Context: an optimization exercise on an open-source flow, tuned for small area, a short achievable clock period and few clock cycles per item. The choices shown serve that exercise and are no tape-out recipe. In this exercise RTL edits were held to simulation tests only and were not proved equivalent to the original.

job 9095:
// die_temperature_average
module die_temperature_average
#(
    parameter int MAX_WINDOW   = 32,
    parameter int READING_BITS = 12
) (
    input  wire logic                                  aclk,
    input  wire logic                                  aresetn,
    input  wire logic [((2*READING_BITS+7)/8)*8-1:0]   s_tdata,
    input  wire logic                                  s_tuser,
    input  wire logic                                  s_tvalid,
    output logic                                       s_tready,
    output logic [15:0]                                m_tdata,
    output logic                                       m_tuser,
    output logic                                       m_tvalid,
    input  wire logic                                  m_tready,
    input  wire logic                                  psel,
    input  wire logic                                  penable,
    input  wire logic                                  pwrite,
    input  wire logic [3:0]                            paddr,
    input  wire logic [31:0]                           pwdata,
    output logic [31:0]                                prdata,
    output logic                                       pready
);
    localparam int RB = READING_BITS;
    logic          filter_on_reg;
    logic [5:0]    window_length_reg;
    logic [RB-1:0] ref_cal_reg;
    logic [19:0]   cal165_reg;     
    logic [21:0]   cal495_reg;     
    logic [5:0]    win_reg;        
    logic [7:0]    win3_reg;       
    logic          dofilt_reg;     
    logic          cfg_write;
    logic [5:0]    wl_new;
    logic [5:0]    win_new;
    assign pready    = 1'b1;
    assign cfg_write = psel & penable & pwrite;
    always_comb begin
        wl_new = pwdata[5:0];
        if (wl_new == 6'd0)       win_new = 6'd1;
        else if (wl_new > 6'd32)  win_new = 6'd32;
        else                      win_new = wl_new;
    end
    always_ff @(posedge aclk) begin
        if (!aresetn) begin
            filter_on_reg     <= 1'b1;
            window_length_reg <= 6'd8;
            ref_cal_reg       <= RB'(1500);
            cal165_reg        <= 20'd247500;
            win_reg           <= 6'd8;
            win3_reg          <= 8'd24;
            dofilt_reg        <= 1'b1;
        end else if (cfg_write) begin
            case (paddr[3:2])
  ...
clock: 6.0 ns
lec_check: 0
abc_area: 1
cap_margin: 20
core_margin: 2
core_utilization: 40
cts_cluster_diameter: 100
cts_cluster_size: 24
place_density: 0.7
setup_slack_margin: 2.0
slew_margin: 20
tns_end_percent: 0
run.sh (not shown) runs the stock make flow with config.mk's settings and CLKGATE_MAP_FILE= SYNTH_SCRIPT=/design/flow/synth_recipe.tcl, a recipe that flattens the netlist after the stock synthesis.
Testbench counts of job 9095, summed over its fixed seeds: cycles 1,792, items 1,280.
> inputs changed (job 9095 -> job 3257)
--- a/flow/design.v
+++ b/flow/design.v
@@ -180,46 +180,43 @@
         wl_new = pwdata[5:0];
         if (wl_new == 6'd0)       win_new = 6'd1;
         else if (wl_new > 6'd32)  win_new = 6'd32;
         else                      win_new = wl_new;
     end
     always_ff @(posedge aclk) begin
         if (!aresetn) begin
             filter_on_reg     <= 1'b1;
             window_length_reg <= 6'd8;
             ref_cal_reg       <= RB'(1500);
-            cal165_reg        <= 20'd247500;
             win_reg           <= 6'd8;
             win3_reg          <= 8'd24;
             dofilt_reg        <= 1'b1;
         end else if (cfg_write) begin
             case (paddr[3:2])
                 REG_FILTER_ON: begin
                     filter_on_reg <= pwdata[0];
                     dofilt_reg    <= pwdata[0] && (win_reg > 6'd1);
                 end
                 REG_WINDOW_LENGTH: begin
                     window_length_reg <= pwdata[5:0];
                     win_reg           <= win_new;
                     win3_reg          <= 8'(win_new) * 8'd3;
                     dofilt_reg        <= filter_on_reg && (win_new > 6'd1);
                 end
-                REG_REFERENCE_CAL: begin
-                    ref_cal_reg <= pwdata[RB-1:0];
-                    cal165_reg  <= 20'(pwdata[RB-1:0]) * 20'd165;
-                end
+                REG_REFERENCE_CAL: ref_cal_reg <= pwdata[RB-1:0];
                 default: ;
             endcase
         end
     end
     always_ff @(posedge aclk) begin
-        cal495_reg <= 22'(cal165_reg) + {1'b0, cal165_reg, 1'b0};
+        cal165_reg <= 20'(ref_cal_reg) * 20'd165;
+        cal495_reg <= 22'(ref_cal_reg) * 22'd495;
     end
     always_comb begin
         case (paddr[3:2])
             REG_FILTER_ON:     prdata = {31'd0, filter_on_reg};
             REG_WINDOW_LENGTH: prdata = {26'd0, window_length_reg};
             REG_REFERENCE_CAL: prdata = 32'(ref_cal_reg);
             default:           prdata = 32'd0;
         endcase
     end
     logic en;
@@ -361,20 +358,21 @@
     logic [7:0]         fill3_reg;    
     logic [5:0]         hw_reg;       
     logic signed [20:0] sum_reg;      
     logic [3:0]         wk_reg;       
     logic [5:0]         wk_lim;       
     logic [5:0]         lim_fw;       
     logic [5:0]         lim_new;      
     logic               wk_acc;       
     logic        g_v;
     logic        g_err;
+    logic        g_upd;        
     logic [15:0] g_smp;
     logic [15:0] g_es;
     logic [15:0] g_ef;
     logic        upd_g;
     logic        upd;
     logic        inc;
     logic [5:0]  slot_inc;
     logic [4:0]  ws_new;
     logic [5:0]  fill_new;
     logic [7:0]  fill3_new;
@@ -384,21 +382,20 @@
     logic [5:0]  nx_hw;
     logic [5:0]  nx2_inc;
     logic [4:0]  nx2_slot;
     logic [5:0]  nx2_fill;
     logic [4:0]  ra_a;
     logic [4:0]  ra_b;
     logic [15:0] rd_a;
     logic [15:0] rd_b;
     logic [5:0]  wk_i0;
     logic [5:0]  wk_i1;
-    assign upd_g     = g_v && !g_err && dofilt_reg;
     assign upd       = en && upd_g;
     assign slot_inc  = {1'b0, slot_reg} + 6'd1;
     assign ws_new    = (slot_inc == win_reg) ? 5'd0 : slot_inc[4:0];
     assign inc       = fill_reg < win_reg;
     assign fill_new  = inc ? fill_reg + 6'd1 : win_reg;
     assign fill3_new = inc ? fill3_reg + 8'd3 : win3_reg;
     assign hw_new    = ({1'b0, slot_reg} == hw_reg) ? hw_reg + 6'd1 : hw_reg;
     assign nx_slot   = upd_g ? slot_nx_reg : slot_reg;
     assign nx_fill   = upd_g ? fill_nx_reg : fill_reg;
     assign nx_hw     = upd_g ? hw_new : hw_reg;
@@ -419,23 +416,29 @@
         .aclk    (aclk),
         .we      (upd),
         .waddr   (slot_reg),
         .wdata   (g_smp),
         .raddr_a (ra_a),
         .rdata_a (rd_a),
         .raddr_b (ra_b),
         .rdata_b (rd_b)
     );
     always_ff @(posedge aclk) begin
-        if (!aresetn)  g_v <= 1'b0;
-        else if (en)   g_v <= f_v;
+        if (!aresetn) begin
+            g_v   <= 1'b0;
+            g_upd <= 1'b0;
+        end else if (en) begin
+            g_v   <= f_v;
+            g_upd <= f_v && !f_err && dofilt_reg;
+        end
     end
+    assign upd_g = g_upd;
     always_ff @(posedge aclk) begin
         if (en) begin
             g_err <= f_err;
             g_smp <= f_smp;
         end
     end
     always_ff @(posedge aclk) begin
         if (walking) begin
             g_es <= (wk_i0 < wk_lim) ? rd_a : 16'd0;
             g_ef <= (wk_i1 < wk_lim) ? rd_b : 16'd0;
Notes after the runs:
- Job 3257 vs. job 9095: number of gates resized after CTS lost 43, average size of a mapped cell moved up, synthesized cell count +93.
- Proportion of cell area occupied by multi-input gates, job 9095 and job 3257, higher one = job 3257.
- Job 9095 → job 3257: fill cell instance count of the final layout +618; fmax lower.
Testbench counts of job 3257, summed over its fixed seeds: cycles 1,792, items 1,280.

==> re-timing with driven ports <==
The results above use ideal ports. As a check the final layouts listed here were re-extracted and re-timed, cells and wires unchanged.
Step 1 assumes that a clkbuf_16 drives the clock port and a buf_2 every other input.
Step 2 adds t to the input delays and takes it off the output delays; t is the mean of the earliest and latest rising clock arrival at the registers after step 1. Input paths then give back, and output paths get back, about the clock's delay inside the block.
Slacks: ideal / step 1 / step 2; pairs: ideal / step 1.
run	shift t [ns]	slack for setup (ns)	worst register clock-pin slew, ns
job 9095	0.837	1.622 / 1.459 / 0.949	0.10 / 0.10
job 3257	0.830	1.566 / 1.566 / 1.078	0.10 / 0.10
After both steps setup and hold are still met in every run listed. For job 9095, which loses most, drivers alone change the setup slack by -0.163 ns; drivers and shift together by -0.673 ns.
